From an optimization exercise on the open Yosys and OpenROAD flow, aimed at small area and a short achievable clock period; shortcuts taken in it are not production practice. Only simulation tests tie the RTL to the original design; equivalence was not proved. Power is estimated from default activity; no workload was simulated.

==> flow/run.sh <==
#!/bin/bash
# synth_recipe.tcl (not shown) runs the flow's synth.tcl, then flattens the netlist and writes it again
# the make line also repeats each setting of config.mk as NAME=value (left out here)
make -C /OpenROAD-flow-scripts/flow DESIGN_CONFIG=/design/flow/config.mk WORK_HOME=/design/flow/orfs CLKGATE_MAP_FILE= SYNTH_SCRIPT=/design/flow/synth_recipe.tcl finish
==> flow/config.mk <==
export PLATFORM = sky130hd
export DESIGN_NAME = float_accum_multi
export DESIGN_NICKNAME = float_accum_multi
export VERILOG_FILES = /design/flow/design.v
export SDC_FILE = /design/flow/constraint.sdc
export NUM_CORES = 4
export LEC_CHECK = 0
export CAP_MARGIN = 30
export CORE_MARGIN = 2
export CORE_UTILIZATION = 35
export PLACE_DENSITY = 0.5
export SETUP_SLACK_MARGIN = 5
export SLEW_MARGIN = 20
export TNS_END_PERCENT = 0
==> flow/constraint.sdc <==
create_clock -name core_clock -period 10.0 [get_ports {clk}]
set_input_delay 2.0000 -clock core_clock [delete_from_list [all_inputs] [get_ports {clk}]]
set_output_delay 2.0000 -clock core_clock [all_outputs]
set_load 0.01 [all_outputs]
==> flow/design.v <==
package float_accum_pkg;
  localparam logic [1:0] MODE_SUM = 2'd0;
  localparam logic [1:0] MODE_MAX = 2'd1;
  localparam logic [1:0] MODE_MIN = 2'd2;
  typedef struct packed {
    logic nan;
    logic pinf;
    logic ninf;
  } flags_t;
  function automatic int unsigned acc_width(int unsigned exp_w, int unsigned man_w,
                                            int unsigned guard_w);
    acc_width = (32'd1 << exp_w) + man_w + guard_w;
  endfunction
  function automatic int unsigned exp_bias(int unsigned exp_w);
    exp_bias = (32'd1 << (exp_w - 1)) - 32'd1;
  endfunction
  function automatic int unsigned exp_max(int unsigned exp_w);
    exp_max = (32'd1 << exp_w) - 32'd1;
  endfunction
  function automatic logic [127:0] nan_const(int unsigned exp_w, int unsigned man_w);
    logic [127:0] v;
    v = (128'(exp_max(exp_w)) << man_w) | (128'd1 << (man_w - 1));
    nan_const = v;
  endfunction
  function automatic logic [127:0] inf_const(logic sign, int unsigned exp_w,
                                             int unsigned man_w);
    logic [127:0] v;
    v = (128'(sign) << (exp_w + man_w)) | (128'(exp_max(exp_w)) << man_w);
    inf_const = v;
  endfunction
endpackage
module clz #(
  parameter int unsigned DATA_W = 32,
  localparam int unsigned CNT_W = $clog2(DATA_W + 1)
) (
  input  logic [DATA_W-1:0] data,
  output logic [CNT_W-1:0]  count
);
  always_comb begin
    count = CNT_W'(DATA_W);
    for (int unsigned i = 0; i < DATA_W; i++) begin
      if (data[i]) count = CNT_W'(DATA_W - 1 - i);
    end
  end
endmodule
module float_fixed_decode #(
  parameter int unsigned EXP_W = 8,
  parameter int unsigned MAN_W = 23,
  parameter int unsigned ACC_W = 287,
  localparam int unsigned DATA_W = 1 + EXP_W + MAN_W
) (
  input  logic [DATA_W-1:0]       data,
  output logic signed [ACC_W-1:0] value,
  output float_accum_pkg::flags_t flags
);
  logic             sign;
  logic [EXP_W-1:0] exp_f;
  logic [MAN_W-1:0] man;
  logic [EXP_W-1:0] shift;
  logic [ACC_W-1:0] mag;
  assign {sign, exp_f, man} = data;
  always_comb begin
    flags = '0;
    value = '0;
    shift = (exp_f == '0) ? '0 : exp_f - EXP_W'(1);
    mag   = ACC_W'({exp_f != '0, man}) << shift;
    if (exp_f == '1) begin
      flags.nan  = (man != '0);
      flags.pinf = (man == '0) && !sign;
      flags.ninf = (man == '0) && sign;
    end else begin
      value = sign ? -mag : mag;
    end
  end
endmodule
module float_accum_multi #(
  parameter int unsigned EXP_W    = 8,
  parameter int unsigned MAN_W    = 23,
  parameter int unsigned GUARD_W  = 8,
  parameter int unsigned STRIDE_W = 16,
  parameter int unsigned DELAY_W  = 7,
  localparam int unsigned DATA_W  = 1 + EXP_W + MAN_W
) (
  input  logic                clk,
  input  logic                rst_n,
  input  logic                run,
  input  logic                running,
  input  logic [STRIDE_W-1:0] strideMinusOne,
  input  logic [DELAY_W-1:0]  delay0,
  input  logic [1:0]          mode,
  input  logic [DATA_W-1:0]   in0,
  output logic [DATA_W-1:0]   out0,
  output logic                done
);
  localparam int unsigned ACC_W = 288;
  localparam int unsigned NBLK  = 9;     
  logic [15:0] cnt_q;
  logic        start;
  assign start = (cnt_q == '0);
  always_ff @(posedge clk or negedge rst_n) begin
    if (!rst_n)       cnt_q <= '0;
    else if (run)     cnt_q <= 16'(delay0);
    else if (running) cnt_q <= start ? strideMinusOne : cnt_q - 16'd1;
  end
  logic        is_mm, is_min;      
  logic        wmm0, wmin0;        
  logic        s0, h0, emax0;
  logic [7:0]  e0, eff0;
  logic [22:0] f0;
  logic [85:0] sh0, sh1;
  logic [54:0] chunk0;
  assign is_mm  = start ? (mode == 2'd1 || mode == 2'd2) : wmm0;
  assign is_min = start ? (mode == 2'd2) : wmin0;
  assign {s0, e0, f0} = in0;
  assign emax0 = &e0;
  assign h0    = |e0;
  assign eff0  = {e0[7:1], e0[0] | ~h0};
  assign sh0   = {{31{s0}}, {1'b1, f0} ^ {24{s0}}, {31{s0}}} << {e0[4:1], 1'b0};
  assign sh1   = eff0[0] ? {sh0[84:0], s0} : sh0;
  always_comb begin
    chunk0     = sh1[85:31];
    chunk0[24] = h0 ? sh1[55] : s0;
    if (is_mm) chunk0 = {23'd0, in0};
  end
  always_ff @(posedge clk or negedge rst_n) begin
    if (!rst_n) begin
      wmm0  <= 1'b0;
      wmin0 <= 1'b0;
    end else if (running) begin
      wmm0  <= is_mm;
      wmin0 <= is_min;
    end
  end
  logic [54:0] x1;        
  logic        xs1;       
  logic [NBLK-1:0] lo1;   
  logic [NBLK-1:0] hi1;   
  logic [NBLK-1:0] fa1;   
  logic [NBLK-1:0] fb1;   
  logic [2:0]  fl1;       
  logic        mm1, min1, start1, v1, pst1;
  logic        ld1;       
  logic        clr;       
  always_ff @(posedge clk) begin
    x1     <= (running & ~emax0) ? chunk0 : 55'd0;    
    xs1    <= running & s0 & ~emax0 & ~is_mm;
    for (int k = 0; k < NBLK; k++) begin
      lo1[k] <= (int'(eff0[7:5]) == k);
      hi1[k] <= (int'(eff0[7:5]) == k - 1);
      fa1[k] <= running & s0 & ~emax0 & ~is_mm & (int'(eff0[7:5]) != k) & (int'(eff0[7:5]) != k - 1);
      fb1[k] <= running & s0 & ~emax0 & ~is_mm & (int'(eff0[7:5]) != k);
    end
    fl1    <= {emax0 & |f0, emax0 & ~|f0 & ~s0, emax0 & ~|f0 & s0};
    mm1    <= is_mm;
    min1   <= is_min;
    start1 <= start;
  end
  always_ff @(posedge clk or negedge rst_n) begin
    if (!rst_n) begin
      v1   <= 1'b0;
      pst1 <= 1'b0;
      ld1  <= 1'b0;
    end else begin
      v1  <= running;
      ld1 <= running & (start | (clr & ~v1));
      if (running) pst1 <= start;
    end
  end
  logic [ACC_W-1:0] acc;
  logic [2:0]       flg;
  logic             wmm;
  logic             ldz, lt, repl;
  logic [ACC_W-1:0] acc_in, addend, sum;
  logic [31:0]      m, kx, km;
  logic             cin;
  assign ldz   = ld1;
  assign cin   = xs1;
  always_comb begin
    for (int k = 0; k < NBLK; k++) begin
      for (int i = 0; i < 23; i++)
        addend[32*k + i] = (lo1[k] & x1[i]) | (hi1[k] & x1[32 + i]) | fa1[k];
      for (int i = 23; i < 32; i++)
        addend[32*k + i] = (lo1[k] & x1[i]) | fb1[k];
    end
  end
  assign acc_in = ldz ? '0 : acc;
  always_comb begin
    logic [ACC_W-1:0] g, p, c;
    g = acc_in & addend;
    p = acc_in ^ addend;
    g[0] = cin;
    for (int l = 0; l < 9; l++)
      for (int i = (2 << l) - 1; i < ACC_W; i += (2 << l)) begin
        g[i] = g[i] | (p[i] & g[i - (1 << l)]);
        p[i] = p[i] & p[i - (1 << l)];
      end
    for (int l = 8; l >= 0; l--)
      for (int i = (3 << l) - 1; i < ACC_W; i += (2 << l)) begin
        g[i] = g[i] | (p[i] & g[i - (1 << l)]);
        p[i] = p[i] & p[i - (1 << l)];
      end
    sum[0] = acc_in[0] ^ addend[0] ^ cin;    
    for (int i = 1; i < ACC_W; i++) sum[i] = acc_in[i] ^ addend[i] ^ g[i-1];
  end
  assign m    = acc[31:0];
  assign kx   = x1[31] ? ~x1[31:0] : {1'b1, x1[30:0]};
  assign km   = m[31] ? ~m : {1'b1, m[30:0]};
  assign lt   = kx < km;
  assign repl = v1 & (start1 | (min1 ? lt : ~lt));
  always_ff @(posedge clk) begin
    acc[ACC_W-1:32] <= sum[ACC_W-1:32];
    acc[31:0]       <= mm1 ? (repl ? x1[31:0] : m) : sum[31:0];
  end
  always_ff @(posedge clk or negedge rst_n) begin
    if (!rst_n) begin
      clr <= 1'b1;
      flg <= '0;
      wmm <= 1'b0;
    end else if (v1) begin
      clr <= 1'b0;
      wmm <= mm1;
      flg <= start1 ? fl1 : (flg | fl1);
    end
  end
  logic            sg;
  logic [NBLK-1:0] bor, nzp, nzn, ohp, ohn, oh;
  logic [7:0]      gn [NBLK];   
  logic [7:0]      go [NBLK];   
  logic [7:0]      gz [NBLK];   
  logic [7:0]      g8, gl;      
  logic [63:0]     win;
  logic [31:0]     top, above;
  logic [3:0]      tg;
  logic [4:0]      fine;
  logic [3:0]      bidx;
  logic            los, wst;
  logic [55:0]     w8;
  assign sg = acc[ACC_W-1];
  always_comb begin
    for (int k = 0; k < NBLK; k++) begin
      for (int g = 0; g < 8; g++) begin
        go[k][g] = |acc[32*k + 4*g +: 4];
        gz[k][g] = ~&acc[32*k + 4*g +: 4];
        gn[k][g] = sg ? gz[k][g] : go[k][g];
      end
      bor[k] = |go[k];
      nzp[k] = bor[k];
      nzn[k] = |gz[k];
    end
    gn[0][6] = 1'b1;
    nzp[0]   = 1'b1;
    nzn[0]   = 1'b1;
    for (int k = 0; k < NBLK; k++) begin
      ohp[k] = nzp[k];
      ohn[k] = nzn[k];
      for (int j = k + 1; j < NBLK; j++) begin
        if (nzp[j]) ohp[k] = 1'b0;
        if (nzn[j]) ohn[k] = 1'b0;
      end
    end
    oh = sg ? ohn : ohp;
    win  = '0;
    g8   = '0;
    bidx = '0;
    los  = 1'b0;
    for (int k = 0; k < NBLK; k++) begin
      if (oh[k]) begin
        win[63:32] = acc[32*k +: 32];
        if (k > 0) win[31:0] = acc[32*(k-1) +: 32];
        g8   = gn[k];
        bidx = 4'(k);
        for (int j = 0; j + 1 < k; j++) if (bor[j]) los = 1'b1;
      end
    end
    top = win[63:32] ^ {32{sg}};
    if (oh[0]) top[24] = 1'b1;
    for (int g = 0; g < 8; g++) begin
      gl[g] = g8[g];
      for (int j = g + 1; j < 8; j++) if (g8[j]) gl[g] = 1'b0;
    end
    tg = '0;
    fine[4:2] = '0;
    for (int g = 0; g < 8; g++)
      if (gl[g]) begin
        tg        = top[4*g +: 4];
        fine[4:2] = 3'(g);
      end
    fine[1:0] = tg[3] ? 2'd3 : tg[2] ? 2'd2 : tg[1] ? 2'd1 : 2'd0;
    above[31] = 1'b0;
    for (int i = 30; i >= 0; i--) above[i] = above[i+1] | top[i+1];
    wst = |win[7:0];
    for (int j = 0; j < 31; j++) if (above[j] && win[j+8]) wst = 1'b1;
  end
  logic [31:0] w32;
  assign w8  = win[63:8] ^ {56{sg}};
  assign w32 = 32'(w8 >> {fine[4:3], 3'd0});
  logic        nanr, spec_d, sgm;
  assign nanr   = flg[2] | (flg[1] & flg[0]);
  assign spec_d = clr | |flg;
  assign sgm    = m[31] & |m[30:0];
  logic        sgn_d, st_d;
  logic [8:0]  q_d;
  logic [31:0] w_d;
  always_comb begin
    if (wmm) begin
      sgn_d = sgm;
      q_d   = {1'b0, m[30:23]} + 9'd24;
      w_d   = 32'({1'b0, m[22:0], 1'b0}) << m[25:23];    
      st_d  = 1'b1;
    end else begin
      sgn_d = sg;
      q_d   = {bidx, fine};
      w_d   = w32;
      st_d  = los | wst;
    end
  end
  localparam int unsigned R_W = 1 + 9 + 32 + 1 + 1 + 4;
  logic [R_W-1:0] r_q, r_d;
  logic           sgn3, st3, mm3, spec3, spec_s3, spec_e3, spec_n3, last3;
  logic [8:0]     q3;
  logic [31:0]    w3;
  assign r_d = (v1 & start1)
             ? {sgn_d, q_d, w_d, st_d, wmm, spec_d, ~clr, ~clr & nanr, ~clr & ~nanr & flg[0]}
             : r_q;
  always_ff @(posedge clk) begin
    r_q <= r_d;
    if (running) {sgn3, q3, w3, st3, mm3, spec3, spec_e3, spec_n3, spec_s3} <= r_d;
  end
  always_ff @(posedge clk or negedge rst_n) begin
    if (!rst_n)       last3 <= 1'b0;
    else if (running) last3 <= pst1;
  end
  logic [2:0]  sh;
  logic [31:0] ws;
  logic [24:0] fld;
  logic        c1, ci, tie, cout, hid;
  logic [23:0] tt;
  logic [7:0]  all23, all24;
  logic        a23, a24;
  logic [22:0] tt_inc;
  logic [22:0] man;
  logic [7:0]  e0v, m1, m2, ex;
  logic        ovf;
  logic [31:0] res;
  assign sh  = q3[2:0];
  assign ws  = w3 >> sh;
  assign fld = ws[24:0];
  assign c1  = sgn3 & ~st3;
  assign ci  = c1 | fld[0];
  assign tie = (fld[0] ^ c1) & ~st3;
  assign tt  = fld[24:1];
  always_comb begin
    for (int k = 0; k < 8; k++) begin
      all23[k] = &w3[k+1 +: 23];
      all24[k] = &w3[k+1 +: 24];
    end
  end
  assign a23 = all23[sh];
  assign a24 = all24[sh];
  assign cout = ci & a24;
  assign hid  = tt[23] ^ (ci & a23);
  assign tt_inc = tt[22:0] + 23'd1;
  assign man    = ci ? {tt_inc[22:1], tt_inc[0] & ~tie} : tt[22:0];
  assign e0v = 8'(q3 - 9'd24);
  assign m1  = e0v ^ (e0v + 8'd1);
  assign m2  = e0v ^ (e0v + 8'd2);
  assign ex  = e0v ^ ({8{hid}} & m1) ^ ({8{cout}} & m2);
  assign ovf = ~mm3 & (q3 >= 9'd278);
  assign res = spec3 ? {spec_s3, {8{spec_e3}}, spec_n3, 22'd0}
             : ovf   ? {sgn3, 8'hFF, 23'd0}
             :         {sgn3, ex, man};
  always_ff @(posedge clk) begin
    if (running) out0 <= res;
  end
  always_ff @(posedge clk or negedge rst_n) begin
    if (!rst_n)       done <= 1'b0;
    else if (running) done <= last3;
  end
endmodule
==> results of run 1 <==
==> worst max path at each step <==
stage,start,endpoint,slack (ns)
6_report,acc[122]$_DFF_P_,st3$_DFFE_PP_,4.58
2_1_floorplan,ld1$_DFF_PN0_,acc[287]$_DFF_P_,5.11
3_3_place_gp,ld1$_DFF_PN0_,acc[254]$_DFF_P_,2.80
3_5_place_dp,ld1$_DFF_PN0_,acc[255]$_DFF_P_,2.71
5_1_grt,hi1[2]$_DFF_P_,acc[287]$_DFF_P_,4.63
4_1_cts,acc[137]$_DFF_P_,st3$_DFFE_PP_,4.91
==> flip-flops by register name (all words and copies together) (netlist names), 7 cells and up <==
signal	cells
fa1	7
x1	55
w3	32
fb1	8
out0	32
hi1	8
cnt_q	16
q3	9
r_q	48
acc	288
==> timing repair <==
item,4_1_cts,5_1_grt
pin swaps,74,10
resized for setup,295,36
cloned,16,1
buffers inserted,82,4
endpoints found under the setup margin,362,198
==> synthesized netlist by cell type (29+ instances only) <==
| master | instances |
|---|---|
| sky130_fd_sc_hd__inv_1 | 458 |
| sky130_fd_sc_hd__nor2_1 | 322 |
| sky130_fd_sc_hd__mux2i_1 | 144 |
| sky130_fd_sc_hd__a21oi_1 | 339 |
| sky130_fd_sc_hd__mux2_2 | 34 |
| sky130_fd_sc_hd__a31oi_1 | 41 |
| sky130_fd_sc_hd__nand3_1 | 94 |
| sky130_fd_sc_hd__xor2_1 | 77 |
| sky130_fd_sc_hd__nand2b_1 | 157 |
| sky130_fd_sc_hd__nor4_1 | 96 |
| sky130_fd_sc_hd__nor2b_1 | 193 |
| sky130_fd_sc_hd__a222oi_1 | 43 |
| sky130_fd_sc_hd__a21o_1 | 194 |
| sky130_fd_sc_hd__ha_1 | 330 |
| sky130_fd_sc_hd__or4_1 | 36 |
| sky130_fd_sc_hd__o211ai_1 | 41 |
| sky130_fd_sc_hd__o21a_1 | 33 |
| sky130_fd_sc_hd__xnor2_1 | 254 |
| sky130_fd_sc_hd__mux4_2 | 29 |
| sky130_fd_sc_hd__nand2_1 | 412 |
| sky130_fd_sc_hd__nor3_1 | 65 |
| sky130_fd_sc_hd__o21ai_0 | 223 |
| sky130_fd_sc_hd__fa_1 | 144 |
| sky130_fd_sc_hd__edfxtp_1 | 112 |
| sky130_fd_sc_hd__o21bai_1 | 36 |
| sky130_fd_sc_hd__clkbuf_1 | 276 |
| sky130_fd_sc_hd__a22oi_1 | 109 |
| sky130_fd_sc_hd__a221oi_1 | 48 |
| sky130_fd_sc_hd__a221o_1 | 193 |
| sky130_fd_sc_hd__dfxtp_1 | 389 |
| sky130_fd_sc_hd__nand4_1 | 147 |
| sky130_fd_sc_hd__buf_1 | 94 |
| sky130_fd_sc_hd__a211oi_1 | 67 |
==> through the flow <==
| step | cell area [um2] | total power [mW] | setup WS [ns] | instances | hold slack [ns] |
|---|---|---|---|---|---|
| after global routing | 54900 | 18.3 | 4.63 | 7447 | 0.470 |
| after detailed placement | 49800 | 13.8 | 2.71 | 7207 | 0.436 |
| final | 54900 | 17.2 | 4.58 | 7450 | 0.444 |
| after global placement | 49700 | 13.7 | 2.80 | 7200 | 0.433 |
| after floorplan | 47200 | 10.3 | 5.11 | 5622 | 0.413 |
| after CTS | 54700 | 17.0 | 4.91 | 7441 | 0.451 |
==> layer usage <==
metal / vias up / GRT usage (%) / wire, um / share of wire, %
met5: - / 0 / 23 / 0.011
met4: 4 / 19.5 / 16700 / 7.7
met3: 622 / 6.44 / 19500 / 8.9
met2: 2408 / 47.7 / 94500 / 43
met1: 22361 / 39.7 / 87900 / 40
li1: 20478 / - / - / -
==> layout make-up <==
type	count	area share [%]
multi-input combinational	4232	60.7
sequential	529	21.7
timing repair buffer	321	5.85
tap	1768	4.03
clock buffer	110	3.97
inverter	460	3.16
clock inverter	26	0.540
antenna	4	0.0182
==> logic make-up after synthesis <==
| logic type | share of synthesized area (%) |
|---|---|
| xor gates and xnor gates | 6.15 |
| adders and majority gates | 14.9 |
| buffers and inverters | 7.11 |
| DFF | 25.1 |
| and+or+nand+nor | 18.1 |
| AOI/OAI and AO/OA | 23.4 |
| muxes | 5.28 |
==> worst min-delay path, delay by kind of cell, from the launching register on <==
family / cells / cell delay, ns
DFF: 1 / 0.30
and+or+nand+nor: 2 / 0.10
==> cell usage in the layout, fill, tap and decap left out, drive strengths merged, types with 48 or more instances in the layout <==
master         instances
nand2                413
inv                  464
xnor2                254
a21o                 194
fa                   144
nor2b                193
nand3                 94
buf                  227
o21ai                241
nand4                148
dfxtp                389
nand2b               157
nor3                  65
a221o                193
mux2i                144
nor2                 324
a22oi                109
clkdlybuf4s50         86
a211oi                67
a221oi                48
clkbuf               111
xor2                  77
a21oi                339
nor4                 100
ha                   330
edfxtp               112
==> power breakdown <==
group	internal [mW]	switching (mW)	leakage (nW)	total, mW
registers	3.23	1.58	4.77	4.81
logic	3.74	5.92	17.4	9.66
clock network	1.62	1.15	1.22	2.77
==> run_results.csv, run 1 <==
group,metric,value,unit
drt,viasPerCell,6.16,
timing,period_minus_slack,5.42,ns
place,placement.io_buffers,93,
die,initial_utilization,35.3,%
clock_tree,cts.clk_slew.worst_paths,0.06,ns
synth,post_synth_design_cell_area,0.0472,mm2
drt,first_iter_violations,5764,
setup_path,criticalPathCategory,"reg2reg",
layout,final_core_utilization,41.1,%
drt,wire_per_inst,29.3,um
worst_hold_path,worstHoldPathType,"reg2reg",
clock_tree,clock_tree.htree_level_count,3,
die,fp.dieArea,0.138,mm2
clock_tree,clock_sinks,529,
clock_tree,cts_inserted_buffers,73,
die,fp-row-count,134,
grt,groute.usage.overall,31.1,%
timing,final-max-slew-violation-count,0,
synth,synthDominantCellAreaShare,16.5,%
setup_path,worstReg2RegStart,"acc[122]$_DFF_P_",
timing,tns,0,ns
outcome,status,"complete, no violations",
grt,grt_antenna_before_repair,4,
synth,syn_nets,6157,
grt,grt_first_pass_wirelength,311000,um
synth,synth-warning-count,4,
setup_path,crit-reg2reg-capture,"st3$_DFFE_PP_",
timing,worst_slew_pin_slew,1.08,ns
synth,synth_cells,5622,
timing,setup_repair_after_global_routing_missed_its_margin,"true",
clock_tree,cts_root_buf,"sky130_fd_sc_hd__clkbuf_16",
layout,n_fill_cell,13342,
drt,drc,0,
drt,vias,45873,
clock_tree,cts_hold_buffers,0,
setup_path,crit_fanout,20,
clock_tree,tritoncts,"yes",
power,ir_drop,0.000132,V
clock_tree,clockBufferDepth,3,
synth,ys_ff_latch,529,
setup_path,worst_setup_path_start_kind,"register",
drt,drt_pass1_iterations,9,
grt,grt_pass1_vias,43351,
worst_hold_path,min_to,"r_q[4]$_DFF_P_",
synth,synth.largest_area_cell,"sky130_fd_sc_hd__dfxtp_1",
layout,design.final.nets,6152,
layout,area.sequential,0.0119,mm2
synth,synth_cell_types,98,
layout,drive_gt1_share,12.2,%
timing,final_count_of_hold_timing_violations,0,
setup_path,critical_path.cell_chain,"nor4_2 > nand4_1 > or2_2 > and4_4 > or2_4 > buf_12 > a221oi_1 > a31oi_1 > xnor2_1 > a32oi_1 > a211o_1 > nor4_1 > a31oi_1",
setup_path,cp_num_buf_inv,1,
die,io-pin-count,94,
synth,synthTopCellsByArea,"sky130_fd_sc_hd__dfxtp_1, sky130_fd_sc_hd__ha_1, sky130_fd_sc_hd__edfxtp_1",
setup_path,worst_path_max_delay_cell,"sky130_fd_sc_hd__xnor2_1",
layout,multiInputGateArea,0.0333,mm2
grt,pin_count_of_the_biggest_net_entering_global_routing,78,
power,leakage,23.4,nW
setup_path,timing.reg2reg.worst_path_depth,13,
synth,number_of_enable_type_register_cells_in_the_synthesized_netlist,112,
place,detailed_place_hpwl,161000,um
worst_hold_path,hold_start,"r_q[4]$_DFF_P_",
flow_run,max-cap-violations,0,
setup_path,path_depth,13,
setup_path,timing.critical_path.slowest_cell_delay,0.73,ns
setup_path,required_time_at_the_endpoint_of_the_critical_path,10.40,ns
setup_path,timing.critical_path.arrival,5.83,ns
timing,fin_worst_skew,0.0422,ns
setup_path,critPathCaptureType,"register",
die,chipWidth,371,um
drt,route.final.wire_length,219000,um
place,routabilityCongestion,1.05,
setup_path,rrSetupSlack,4.58,ns
timing,period_utilisation_layout,54.2,%
clock_tree,clock_insertion_delay_worst_skew,0.72,ns
power,power.density_cell_area,314,mW/mm2
synth,dominantRegCellSynth,"sky130_fd_sc_hd__dfxtp_1",
worst_hold_path,min_path_cells,2,
grt,globalRouteOverflowTotal,0,
layout,area.growth.synth_to_final,16.3,%
synth,synth-seq-area-share,25.1,%
synth,async_set_or_reset_register_ratio_after_synthesis,5.29,%
timing,setup_viol,0,
drt,drtAntennaViolNets,0,
setup_path,cp_top_family,"simple AND/OR/NAND/NOR gates",
die,die_height,371,um
die,core-area,0.134,mm2
synth,mean_post_synth_cell_area,8.39,um2
timing,slew_headroom,27.6,%
timing,achievable-frequency,184,MHz
setup_path,timing.critical_path.mode_cell,"sky130_fd_sc_hd__a31oi_1",
==> run 2: changes to the inputs <==
--- a/flow/config.mk
+++ b/flow/config.mk
@@ -9,5 +9,5 @@
 export CORE_MARGIN = 2
 export CORE_UTILIZATION = 35
-export PLACE_DENSITY = 0.5
+export PLACE_DENSITY = 0.62
 export SETUP_SLACK_MARGIN = 5
 export SLEW_MARGIN = 20
==> run_results.csv, run 2 <==
group,metric,value,unit
grt,met1_usage,36.4,%
power,post-layout-total-power,17.4,mW
die,die_height,371,um
die,chipWidth,371,um
synth,synth_cells,5622,
synth,ys_ff_latch,529,
synth,dominantRegCellSynth,"sky130_fd_sc_hd__dfxtp_1",
timing,slew_headroom,25.6,%
clock_tree,cts.clk_slew.worst_paths,0.06,ns
outcome,status,"complete, no violations",
synth,yosys.cell_count.top_type,"sky130_fd_sc_hd__inv_1",
synth,netlist_top_cells_count,"sky130_fd_sc_hd__inv_1, sky130_fd_sc_hd__nand2_1, sky130_fd_sc_hd__dfxtp_1, sky130_fd_sc_hd__a21oi_1, sky130_fd_sc_hd__ha_1",
synth,post_synth_design_cell_area,0.0472,mm2
setup_path,cp_num_buf_inv,1,
layout,post-route-cell-area,0.0550,mm2
clock_tree,clockBufferDepth,3,
drt,drt_pass1_iterations,10,
place,detailedPlace.worstSlack,2.99,ns
synth,synth_cell_types,98,
clock_tree,tritoncts,"yes",
clock_tree,clock_sinks,529,
die,io-pin-count,94,
drt,drc,0,
timing,final-max-slew-violation-count,0,
die,initial_utilization,35.3,%
place,area_of_placed_instances,0.0497,mm2
setup_path,timing.critical_path.mode_cell,"sky130_fd_sc_hd__nor4_1",
setup_path,origin_of_the_worst_setup_path,"acc[194]$_DFF_P_",
drt,route.final.wire_length,212000,um
layout,n_fill_cell,13207,
clock_tree,clock_tree.htree_level_count,3,
drt,drtAntennaViolNets,0,
timing,fin_worst_skew,0.0419,ns
synth,synthDominantCellAreaShare,16.5,%
synth,number_of_enable_type_register_cells_in_the_synthesized_netlist,112,
grt,grt_first_pass_wirelength,301000,um
grt,globalRoute.busiestLayer,"met2",
setup_path,rrSetupSlack,4.43,ns
layout,largest_register_by_flop_count,"acc",
layout,design.final.nets,6164,
clock_tree,clock_insertion_delay_worst_skew,0.70,ns
setup_path,critPathCaptureType,"register",
setup_path,worst_setup_path_start_kind,"register",
die,fp-row-count,134,
worst_hold_path,min_path_cells,1,
timing,setup_viol,0,
timing,final_count_of_hold_timing_violations,0,
synth,synth-seq-area-share,25.1,%
power,leakage,23.4,nW
timing,period_utilisation_layout,55.7,%
timing,timing.final.ws_setup,4.43,ns
grt,globalRouteOverflowTotal,0,
power,ir_drop,0.000151,V
timing,tns,0,ns
grt,gr-usage-met3,8.07,%
drt,first_iter_violations,6726,
worst_hold_path,worstHoldPathType,"reg2reg",
layout,layout.cells.most_common,"sky130_fd_sc_hd__inv_1",
timing,setup_repair_after_global_routing_missed_its_margin,"true",
drt,vias,47191,
grt,pin_count_of_the_biggest_net_entering_global_routing,78,
power,power.density_cell_area,316,mW/mm2
timing,worst_slew_pin_slew,1.12,ns
synth,synth-warning-count,4,
setup_path,required_time_at_the_endpoint_of_the_critical_path,10.37,ns
clock_tree,cts_root_buf,"sky130_fd_sc_hd__clkbuf_16",
synth,synthTopCellsByArea,"sky130_fd_sc_hd__dfxtp_1, sky130_fd_sc_hd__ha_1, sky130_fd_sc_hd__edfxtp_1",
timing,hold_worst_slack,0.449,ns
synth,async_set_or_reset_register_ratio_after_synthesis,5.29,%
grt,grt_pass1_vias,44468,
setup_path,criticalPathCategory,"reg2reg",
layout,max_ffs_per_register,288,
place,dp_cell_count,7198,
setup_path,timing.critical_path.arrival,5.94,ns
synth,synth.largest_area_cell,"sky130_fd_sc_hd__dfxtp_1",
layout,final_cell_count_without_fillers,7459,
setup_path,crit_fanout,9,
place,placement.io_buffers,93,
layout,most-common-layout-cells,"sky130_fd_sc_hd__inv_1, sky130_fd_sc_hd__nand2_1, sky130_fd_sc_hd__dfxtp_1, sky130_fd_sc_hd__ha_1, sky130_fd_sc_hd__a21oi_1",
setup_path,worst_path_max_delay_cell,"sky130_fd_sc_hd__a211oi_2",
place,routabilityCongestion,1.11,
drt,wire_per_inst,28.4,um
timing,period_minus_slack,5.57,ns
die,fp.dieArea,0.138,mm2
setup_path,critical_path.endpoint,"st3$_DFFE_PP_",
die,core-area,0.134,mm2
layout,final_core_utilization,41.2,%
setup_path,timing.reg2reg.worst_path_depth,14,
grt,grt_antenna_before_repair,8,
setup_path,crit-reg2reg-capture,"st3$_DFFE_PP_",
synth,mean_post_synth_cell_area,8.39,um2
grt,groute.usage.overall,29.5,%
setup_path,path_depth,14,
synth,syn_nets,6157,
place,detailed_place_hpwl,155000,um
clock_tree,cts_inserted_buffers,70,
setup_path,critical_path.cell_chain,"nand4_1 > nor4_1 > nand2_2 > a211oi_2 > buf_4 > a221oi_1 > and3_1 > a31o_2 > xnor2_1 > a21oi_1 > nor4_1 > nand4_1 > nor4_1 > a31oi_1",
flow_run,max-cap-violations,0,
drt,viasPerCell,6.33,
setup_path,worstReg2RegStart,"acc[194]$_DFF_P_",
setup_path,cp_top_family,"simple AND/OR/NAND/NOR gates",
grt,gr-usage-met2,45.1,%
setup_path,timing.critical_path.slowest_cell_delay,0.84,ns
clock_tree,cts_hold_buffers,0,
layout,reg.largest.list,"acc (288), x1 (55), r_q (48)",
layout,drive_gt1_share,12.4,%
timing,achievable-frequency,179,MHz
layout,area.growth.synth_to_final,16.6,%
[run 2: cell counts after synthesis]
No cell type changed its count.
[run 2: timing repair]
| action | CTS | global route |
|---|---|---|
| resized for setup | 200 | 132 |
| setup endpoints to repair | 304 | 218 |
| endpoints found under the hold margin | 0 | 0 |
| pin swaps | 33 | 77 |
| gates cloned | 10 | 8 |
| buffers inserted | 46 | 60 |
[run 2: per-layer routing]
| metal | share of wire (%) | vias to the layer above |
|---|---|---|
| li1 | - | 20485 |
| met1 | 37 | 22766 |
| met2 | 43 | 3088 |
| met3 | 12 | 848 |
| met4 | 8.1 | 4 |
| met5 | 0.11 | - |
[run 2: cell families after synthesis]
| group | count (synthesis) | synth area share, % |
|---|---|---|
| adders and majority gates | 474 | 14.9 |
| buffers and inverters | 866 | 7.11 |
| xor gates and xnor gates | 331 | 6.15 |
| DFF | 529 | 25.1 |
| muxes | 208 | 5.28 |
| AOI/OAI and AO/OA | 1556 | 23.4 |
| and+or+nand+nor | 1658 | 18.1 |
[run 2: cell type report]
cell class | count | area (um2) | share of cell area, %
clock buffer | 103 | 2100 | 3.82
antenna | 8 | 20.0 | 0.0364
multi-input combinational | 4229 | 33300 | 60.6
tap | 1768 | 2210 | 4.02
clock inverter | 23 | 279 | 0.507
sequential | 529 | 11900 | 21.6
timing repair buffer | 339 | 3450 | 6.27
inverter | 460 | 1730 | 3.15
[run 2: power by group]
group          switching [mW]  internal [mW]  total (mW)
registers                1.69           3.22        4.91
logic                    6.01           3.84        9.85
clock network            1.11           1.50        2.61
total                    8.80           8.57        17.4
[run 2: worst reg2reg max path, delay by kind of cell (launching register included)]
kind                   cells  cell delay [ns]
AO/OA/AOI/OAI              5             1.61
AND/OR/NAND/NOR            7             2.37
flip-flops                 1             0.49
buffers and inverters      1             0.35
XOR/XNOR                   1             0.43
[run 2: how the worst min path moves through the flow]
| stage | start | endpoint | slack [ns] |
|---|---|---|---|
| 2_1_floorplan | r_q[0]$_DFF_P_ | r_q[0]$_DFF_P_ | 0.41 |
| 3_3_place_gp | r_q[4]$_DFF_P_ | r_q[4]$_DFF_P_ | 0.43 |
| 3_5_place_dp | r_q[4]$_DFF_P_ | r_q[4]$_DFF_P_ | 0.44 |
| 4_1_cts | r_q[32]$_DFF_P_ | r_q[32]$_DFF_P_ | 0.45 |
| 5_1_grt | r_q[31]$_DFF_P_ | r_q[31]$_DFF_P_ | 0.47 |
| 6_report | r_q[31]$_DFF_P_ | r_q[31]$_DFF_P_ | 0.45 |
==> run 3: changes to the inputs <==
--- a/flow/design.v
+++ b/flow/design.v
@@ -141,4 +141,5 @@
   logic        mm1, min1, start1, v1, pst1;
   logic        ld1;       
+  logic        ld1b, ld1c;   
   logic        clr;       
   always_ff @(posedge clk) begin
@@ -156,4 +157,9 @@
     start1 <= start;
   end
+  always_ff @(posedge clk) ld1b <= running & (start | (clr & ~v1));
+  always_ff @(posedge clk or negedge rst_n) begin
+    if (!rst_n) ld1c <= 1'b1;
+    else        ld1c <= running & (start | (clr & ~v1));
+  end
   always_ff @(posedge clk or negedge rst_n) begin
     if (!rst_n) begin
@@ -184,5 +190,6 @@
     end
   end
-  assign acc_in = ldz ? '0 : acc;
+  assign acc_in = {ld1c ? 96'd0 : acc[287:192], ld1b ? 96'd0 : acc[191:96],
+                    ldz ? 96'd0 : acc[95:0]};
   always_comb begin
     logic [ACC_W-1:0] g, p, c;
--- a/flow/config.mk
+++ b/flow/config.mk
@@ -9,5 +9,5 @@
 export CORE_MARGIN = 2
 export CORE_UTILIZATION = 35
-export PLACE_DENSITY = 0.62
+export PLACE_DENSITY = 0.5
 export SETUP_SLACK_MARGIN = 5
 export SLEW_MARGIN = 20
==> run_results.csv, run 3 <==
group,metric,value,unit
outcome,status,"complete, no violations",
die,die_height,370,um
synth,ys_ff_latch,531,
timing,slew_headroom,29.4,%
setup_path,timing.critical_path.slowest_cell_delay,0.57,ns
layout,drive_gt1_share,11.4,%
setup_path,worst_setup_path_start_kind,"register",
place,dp_cell_count,7219,
timing,period_minus_slack,5.56,ns
drt,drtAntennaViolNets,0,
synth,dominant_combinational_cell_family_by_area_after_synthesis,"compound AO/OA/AOI/OAI gates",
worst_hold_path,worstHoldPathType,"reg2reg",
die,fp.dieArea,0.137,mm2
synth,synthDominantCellAreaShare,16.7,%
synth,syn_nets,6148,
drt,first_iter_violations,5864,
die,initial_utilization,35.2,%
drt,vias,45696,
layout,reg.largest.list,"acc (288), x1 (55), r_q (48)",
grt,grt_antenna_before_repair,10,
drt,route.final.wire_length,221000,um
clock_tree,clock_tree.htree_level_count,3,
power,ir_drop,0.000161,V
drt,viasPerCell,6.13,
synth,synth-simple-area-share,18.3,%
power,power.density_cell_area,313,mW/mm2
timing,worst_slew_pin_slew,1.06,ns
clock_tree,cts_inserted_buffers,71,
setup_path,worst_path_max_delay_cell,"sky130_fd_sc_hd__dfxtp_1",
synth,synth_adder_area_share,14.9,%
layout,design.final.nets,6154,
synth,number_of_enable_type_register_cells_in_the_synthesized_netlist,112,
synth,dominantRegCellSynth,"sky130_fd_sc_hd__dfxtp_1",
setup_path,timing.critical_path.mode_cell,"sky130_fd_sc_hd__nand2_1",
grt,grt_first_pass_wirelength,312000,um
synth,synth-seq-area-share,25.4,%
synth,synth_mux_area_share,4.94,%
timing,final_count_of_hold_timing_violations,0,
grt,grt_pass1_vias,42619,
timing,final-max-slew-violation-count,0,
synth,synth_cell_types,103,
setup_path,criticalPathCategory,"reg2reg",
place,detailed_place_hpwl,164000,um
layout,layout.cells.most_common,"sky130_fd_sc_hd__nand2_1",
flow_run,max-cap-violations,0,
timing,tns,0,ns
synth,synth.largest_area_cell,"sky130_fd_sc_hd__dfxtp_1",
synth,area_share_of_xor_xnor_cells_in_the_synthesized_design,6.33,%
drt,wire_per_inst,29.6,um
synth,synthTopCellsByArea,"sky130_fd_sc_hd__dfxtp_1, sky130_fd_sc_hd__ha_1, sky130_fd_sc_hd__edfxtp_1",
clock_tree,clock_sinks,531,
drt,drc,0,
layout,final_cell_count_without_fillers,7450,
setup_path,timing.critical_path.arrival,5.93,ns
die,fp-row-count,134,
drt,drt_pass1_iterations,10,
die,io-pin-count,94,
synth,post_synth_design_cell_area,0.0469,mm2
power,leakage,23.0,nW
timing,fin_worst_skew,0.0586,ns
synth,netlist_top_cells_count,"sky130_fd_sc_hd__nand2_1, sky130_fd_sc_hd__inv_1, sky130_fd_sc_hd__dfxtp_1, sky130_fd_sc_hd__a21oi_1, sky130_fd_sc_hd__nor2_1",
synth,synth_cells,5614,
place,placement.io_buffers,93,
clock_tree,cts.clk_slew.worst_paths,0.06,ns
die,core-area,0.133,mm2
synth,synth_compound_area_share,23.1,%
layout,largest_register_by_flop_count,"acc",
grt,groute.usage.overall,31.4,%
synth,async_set_or_reset_register_ratio_after_synthesis,5.46,%
timing,setup_viol,0,
timing,period_utilisation_layout,55.6,%
clock_tree,tritoncts,"yes",
setup_path,required_time_at_the_endpoint_of_the_critical_path,10.37,ns
grt,globalRouteOverflowTotal,0,
layout,area.growth.synth_to_final,15.9,%
setup_path,critical_path.cell_chain,"nand4_1 > nor4_1 > nand2_1 > nor4b_4 > or3b_2 > nand2_1 > buf_12 > a22oi_1 > a31oi_2 > xnor2_1 > and3_1 > a21o_1 > o2111ai_1 > a2111oi_2 > a41oi_1",
clock_tree,clock_insertion_delay_worst_skew,0.71,ns
synth,yosys.cell_count.top_type,"sky130_fd_sc_hd__nand2_1",
die,chipWidth,370,um
timing,setup_repair_after_global_routing_missed_its_margin,"true",
clock_tree,cts_root_buf,"sky130_fd_sc_hd__clkbuf_16",
setup_path,crit_fanout,50,
layout,most-common-layout-cells,"sky130_fd_sc_hd__nand2_1, sky130_fd_sc_hd__inv_1, sky130_fd_sc_hd__dfxtp_1, sky130_fd_sc_hd__a21oi_1, sky130_fd_sc_hd__nor2_1",
timing,achievable-frequency,180,MHz
clock_tree,clockBufferDepth,3,
clock_tree,cts_hold_buffers,0,
layout,max_ffs_per_register,288,
place,routabilityCongestion,1.04,
setup_path,critPathCaptureType,"register",
synth,synth-warning-count,4,
synth,mean_post_synth_cell_area,8.35,um2
grt,pin_count_of_the_biggest_net_entering_global_routing,82,
run 3: changes by cell type after synthesis, sizes merged, moves of 12 or more:
cell and delta:
a211oi -20, a21o +18, a21oi +32, a221oi +14
a22oi -37, and4 +16, buf +13, clkbuf -20
nand2 +52, nand4 -20, o2111ai +12, o21a -16
o21ai +29
run 3: cell type report:
class / count / area, um2
Antenna cell: 6 / 15.0
Timing Repair Buffer: 328 / 3180
Tap cell: 1768 / 2210
Inverter: 452 / 1710
Multi-Input combinational cell: 4235 / 33000
Fill cell: 13532 / 78800
Clock inverter: 31 / 285
Timing Repair inverter: 1 / 5.00
Sequential cell: 531 / 12000
Clock buffer: 98 / 1990
run 3: metal layers:
layer,track usage (%),wire length (um),part of all wire (%)
met1,42.7,92400,42
met2,46.3,92400,42
met3,6.69,22000,10
met4,16.8,13700,6.2
met5,0,56,0.025
run 3: path summary, 6_finish.rpt:
| check | from | cells past startpoint | slack [ns] | endpoint |
|---|---|---|---|---|
| max in group asynchronous | rst_n | 2 | 7.88 | ld1$_DFF_PN0_ |
| setup reg to reg | acc[215]$_DFF_P_ | 15 | 4.44 | st3$_DFFE_PP_ |
| setup / recovery | acc[215]$_DFF_P_ | 15 | 4.44 | st3$_DFFE_PP_ |
| hold reg to reg | r_q[44]$_DFF_P_ | 1 | 0.46 | r_q[44]$_DFF_P_ |
| hold / removal | r_q[44]$_DFF_P_ | 1 | 0.46 | r_q[44]$_DFF_P_ |
| min in group asynchronous | rst_n | 2 | 1.73 | cnt_q[0]$_DFFE_PN0P_ |
run 3: critical path, delay by kind of cell, from the launching register on:
kind                   cells  cell delay [ns]
AO/OA/AOI/OAI              6             1.48
XOR/XNOR                   1             0.38
buffers and inverters      1             0.28
flip-flops                 1             0.57
AND/OR/NAND/NOR            7             2.49
run 3: metrics by stage:
step | setup slack (ns) | power [mW] | instance area, um2 | hold WS [ns] | utilization, %
after floorplan | 4.83 | 10.1 | 46900 | 0.413 | -
after global placement | 2.69 | 13.6 | 49600 | 0.438 | 37.2
after detailed placement | 2.64 | 13.6 | 49600 | 0.439 | 37.3
after CTS | 4.49 | 16.6 | 53600 | 0.455 | 40.2
after global routing | 4.39 | 18.0 | 54300 | 0.484 | 40.8
final | 4.44 | 17.0 | 54300 | 0.455 | 40.8
run 3: cells by family (layout without fill, tap and decap cells):
family	Yosys count	in the layout
flops	531	531
other cells	0	6
simple gates	1678	1679
fa+ha+maj	473	473
compound gates	1547	1549
xor+xnor	339	339
mux	195	195
buf+inv	851	910
run 3: repair_timing:
action                     CTS  global route
gates resized for setup    226            80
pin swaps                   48            29
setup endpoints to repair  339           214
gates cloned                 9             2
setup buffers               55            29
run 3: power breakdown:
| part | switching, mW | total [mW] | internal [mW] |
|---|---|---|---|
| clock | 1.12 | 2.57 | 1.46 |
| sequential | 1.61 | 4.83 | 3.22 |
| combinational | 5.87 | 9.59 | 3.72 |
==> run 4: changes to the inputs <==
--- a/flow/config.mk
+++ b/flow/config.mk
@@ -9,5 +9,5 @@
 export CORE_MARGIN = 2
 export CORE_UTILIZATION = 35
-export PLACE_DENSITY = 0.5
+export PLACE_DENSITY = 0.62
 export SETUP_SLACK_MARGIN = 5
 export SLEW_MARGIN = 20
==> run_results.csv, run 4 <==
group,metric,value,unit
outcome,status,"complete, no violations",
power,ir_drop,0.000127,V
clock_tree,clock_tree.htree_level_count,3,
power,netSwitchingFraction,49.9,%
power,seq_power_share,28.0,%
synth,synth_cell_types,103,
synth,dominantRegCellSynth,"sky130_fd_sc_hd__dfxtp_1",
worst_hold_path,worstHoldPathType,"reg2reg",
power,p_int,8.45,mW
grt,groute.usage.overall,29.4,%
place,placement.io_buffers,93,
timing,worst_slew_pin_slew,1.03,ns
synth,synth_cells,5614,
timing,final_count_of_hold_timing_violations,0,
synth,synthTopCellsByArea,"sky130_fd_sc_hd__dfxtp_1, sky130_fd_sc_hd__ha_1, sky130_fd_sc_hd__edfxtp_1",
grt,grt_pass1_vias,42673,
setup_path,criticalPathCategory,"reg2reg",
power,combPwrFrac,56.7,%
synth,async_set_or_reset_register_ratio_after_synthesis,5.46,%
timing,period_minus_slack,5.48,ns
setup_path,required_time_at_the_endpoint_of_the_critical_path,10.62,ns
grt,globalRouteOverflowTotal,0,
layout,final_cell_count_without_fillers,7431,
power,leakage,23.0,nW
die,core-area,0.133,mm2
timing,setup_repair_after_global_routing_missed_its_margin,"true",
clock_tree,tritoncts,"yes",
synth,syn_nets,6148,
drt,vias,46169,
drt,route.final.wire_length,209000,um
synth,number_of_enable_type_register_cells_in_the_synthesized_netlist,112,
layout,reg.largest.list,"acc (288), x1 (55), r_q (48)",
grt,grt_antenna_before_repair,12,
layout,largest_register_by_flop_count,"acc",
grt,grt_first_pass_wirelength,297000,um
die,fp.dieArea,0.137,mm2
timing,final-max-slew-violation-count,0,
layout,area.growth.synth_to_final,16.0,%
synth,synth-seq-area-share,25.4,%
drt,drtAntennaViolNets,0,
drt,first_iter_violations,6682,
clock_tree,cts_inserted_buffers,69,
die,initial_utilization,35.2,%
grt,pin_count_of_the_biggest_net_entering_global_routing,82,
timing,hold_worst_slack,0.443,ns
layout,design.final.nets,6143,
timing,period_utilisation_layout,54.8,%
layout,multiInputGateArea,0.0331,mm2
setup_path,timing.critical_path.arrival,6.10,ns
timing,fin_worst_skew,0.0405,ns
synth,mean_post_synth_cell_area,8.35,um2
place,routabilityCongestion,1.07,
synth,netlist_top_cells_count,"sky130_fd_sc_hd__nand2_1, sky130_fd_sc_hd__inv_1, sky130_fd_sc_hd__dfxtp_1, sky130_fd_sc_hd__a21oi_1, sky130_fd_sc_hd__nor2_1",
timing,slew_headroom,31.5,%
layout,n_fill_cell,13304,
drt,wire_per_inst,28.1,um
setup_path,worst_setup_path_start_kind,"register",
timing,achievable-frequency,182,MHz
synth,synth-warning-count,4,
layout,final_core_utilization,40.9,%
clock_tree,clock_sinks,531,
flow_run,max-cap-violations,0,
clock_tree,clock_insertion_delay_worst_skew,0.68,ns
synth,ys_ff_latch,531,
power,power.density_cell_area,310,mW/mm2
die,io-pin-count,94,
setup_path,crit_fanout,8,
drt,drt_pass1_iterations,10,
setup_path,critPathCaptureType,"register",
layout,max_ffs_per_register,288,
layout,drive_gt1_share,11.8,%
clock_tree,clockBufferDepth,3,
die,die_height,370,um
synth,post_synth_design_cell_area,0.0469,mm2
power,clk_network_pwr_share,15.3,%
die,fp-row-count,134,
drt,drc,0,
clock_tree,cts.clk_slew.worst_paths,0.06,ns
die,chipWidth,370,um
layout,area.sequential,0.0120,mm2
place,detailed_place_hpwl,152000,um
place,dp_cell_count,7202,
synth,synthDominantCellAreaShare,16.7,%
power,power.switching,8.43,mW
drt,viasPerCell,6.21,
layout,layout.cells.most_common,"sky130_fd_sc_hd__nand2_1",
synth,yosys.cell_count.top_type,"sky130_fd_sc_hd__nand2_1",
clock_tree,cts_root_buf,"sky130_fd_sc_hd__clkbuf_16",
timing,tns,0,ns
timing,setup_viol,0,
layout,most-common-layout-cells,"sky130_fd_sc_hd__nand2_1, sky130_fd_sc_hd__inv_1, sky130_fd_sc_hd__dfxtp_1, sky130_fd_sc_hd__a21oi_1, sky130_fd_sc_hd__nor2_1",
synth,synth.largest_area_cell,"sky130_fd_sc_hd__dfxtp_1",
## run 4: cell type report
type / instances / area share, %
Multi-Input combinational cell: 4237 / 60.8
Sequential cell: 531 / 22.0
Timing Repair Buffer: 317 / 5.72
Tap cell: 1768 / 4.07
Clock buffer: 95 / 3.66
Inverter: 452 / 3.14
Clock inverter: 27 / 0.568
Antenna cell: 3 / 0.0138
Timing Repair inverter: 1 / 0.00920
## run 4: logic make-up (layout without fill, tap and decap cells)
family	Yosys count	count (layout)	synth area share, %
other	0	3	0
buffers and inverters	851	892	6.98
adder cells (fa/ha/maj)	473	473	14.9
flip-flops	531	531	25.4
multiplexers	195	195	4.94
AND/OR/NAND/NOR	1678	1679	18.3
XOR/XNOR	339	339	6.33
AO/OA/AOI/OAI	1547	1551	23.1
## run 4: final timing paths
check | start | end | slack, ns | depth (start not counted)
worst max-delay path | x1[32]$_SDFF_PP0_ | acc[238]$_DFF_P_ | 4.52 | 18
worst min-delay path | r_q[0]$_DFF_P_ | r_q[0]$_DFF_P_ | 0.44 | 2
worst max register to register | x1[32]$_SDFF_PP0_ | acc[238]$_DFF_P_ | 4.52 | 18
worst min register to register | r_q[0]$_DFF_P_ | r_q[0]$_DFF_P_ | 0.44 | 2
max in group asynchronous | rst_n | ld1$_DFF_PN0_ | 7.87 | 2
min in group asynchronous | rst_n | cnt_q[8]$_DFFE_PN0P_ | 1.76 | 2
## run 4: stage by stage
| stage | instance area, um2 | worst slack, ns | total power [mW] |
|---|---|---|---|
| final | 54400 | 4.52 | 16.9 |
| after floorplan | 46900 | 4.83 | 10.1 |
| after detailed placement | 49500 | 2.89 | 13.4 |
| after global routing | 54400 | 4.52 | 17.8 |
| after CTS | 53400 | 4.58 | 16.3 |
| after global placement | 49400 | 3.01 | 13.2 |
## run 4: worst max-delay path, cell delays in order, from the launching register on
cell and delay, ns:
sky130_fd_sc_hd__dfxtp_1 0.93, sky130_fd_sc_hd__a221o_1 0.44, sky130_fd_sc_hd__ha_1 0.38, sky130_fd_sc_hd__nand3_1 0.13, sky130_fd_sc_hd__nor2_1 0.06, sky130_fd_sc_hd__a22oi_1 0.25, sky130_fd_sc_hd__o21ai_1 0.27, sky130_fd_sc_hd__a21oi_2 0.19
sky130_fd_sc_hd__a21boi_4 0.27, sky130_fd_sc_hd__o31ai_2 0.11, sky130_fd_sc_hd__buf_4 0.18, sky130_fd_sc_hd__a21o_4 0.24, sky130_fd_sc_hd__a211o_4 0.34, sky130_fd_sc_hd__a221o_1 0.38, sky130_fd_sc_hd__a21o_1 0.27, sky130_fd_sc_hd__a21o_1 0.28
sky130_fd_sc_hd__a41oi_2 0.20, sky130_fd_sc_hd__fa_1 0.44, sky130_fd_sc_hd__inv_1 0.06
## run 4: routing by layer
layer | vias to the layer above | global-route usage, % | routed length [um]
li1 | 20337 | - | -
met3 | 661 | 7.18 | 23700
met1 | 22384 | 38.6 | 82900
met5 | - | 0 | 87
met4 | 12 | 18.9 | 16700
met2 | 2775 | 42.8 | 85700
## run 4: repair_timing
item,CTS,global route
gates resized for setup,213,133
endpoints found under the setup margin,334,229
cloned,11,2
pin swaps,51,54
buffers inserted,55,36
hold buffers,0,0
## run 4: power by group through the flow
stage | combinational (mW) | clock [mW] | sequential, mW
2_1_floorplan | 6.31 | 0 | 3.82
3_3_place_gp | 8.63 | 0 | 4.62
3_5_place_dp | 8.77 | 0 | 4.63
4_1_cts | 9.10 | 2.61 | 4.59
5_1_grt | 10.4 | 2.69 | 4.74
6_report | 9.57 | 2.59 | 4.73

what the ideal ports hide:
No port has a modelled driver above. Below, the same layouts with a new extraction and two added sets of constraints. Step 1 (the two cells are an assumption about what drives the block):
set clk [get_ports {clk}]
set_driving_cell -lib_cell sky130_fd_sc_hd__clkbuf_16 $clk
set_driving_cell -lib_cell sky130_fd_sc_hd__buf_2 [delete_from_list [all_inputs] $clk]
Step 2, shift: input delay + t, output delay - t, t = (earliest + latest rising clock arrival at the registers) / 2. This alone moves slack from input paths to output paths. a / b / c = ideal / step 1 / step 2; a / b = the first two.
run	shift t [ns]	setup slack, ns	worst slew at a driven data input, ns
run 1	0.776	4.576 / 4.576 / 4.499	0.06
run 2	0.759	4.428 / 4.428 / 4.294	0.06
run 3	0.766	4.438 / 4.438 / 4.438	0.04
run 4	0.738	4.519 / 4.519 / 4.519	0.07
After both steps setup and hold are still met in every run listed. For run 2, which loses most, drivers alone change the setup slack by 0.000 ns; drivers and shift together by -0.134 ns.
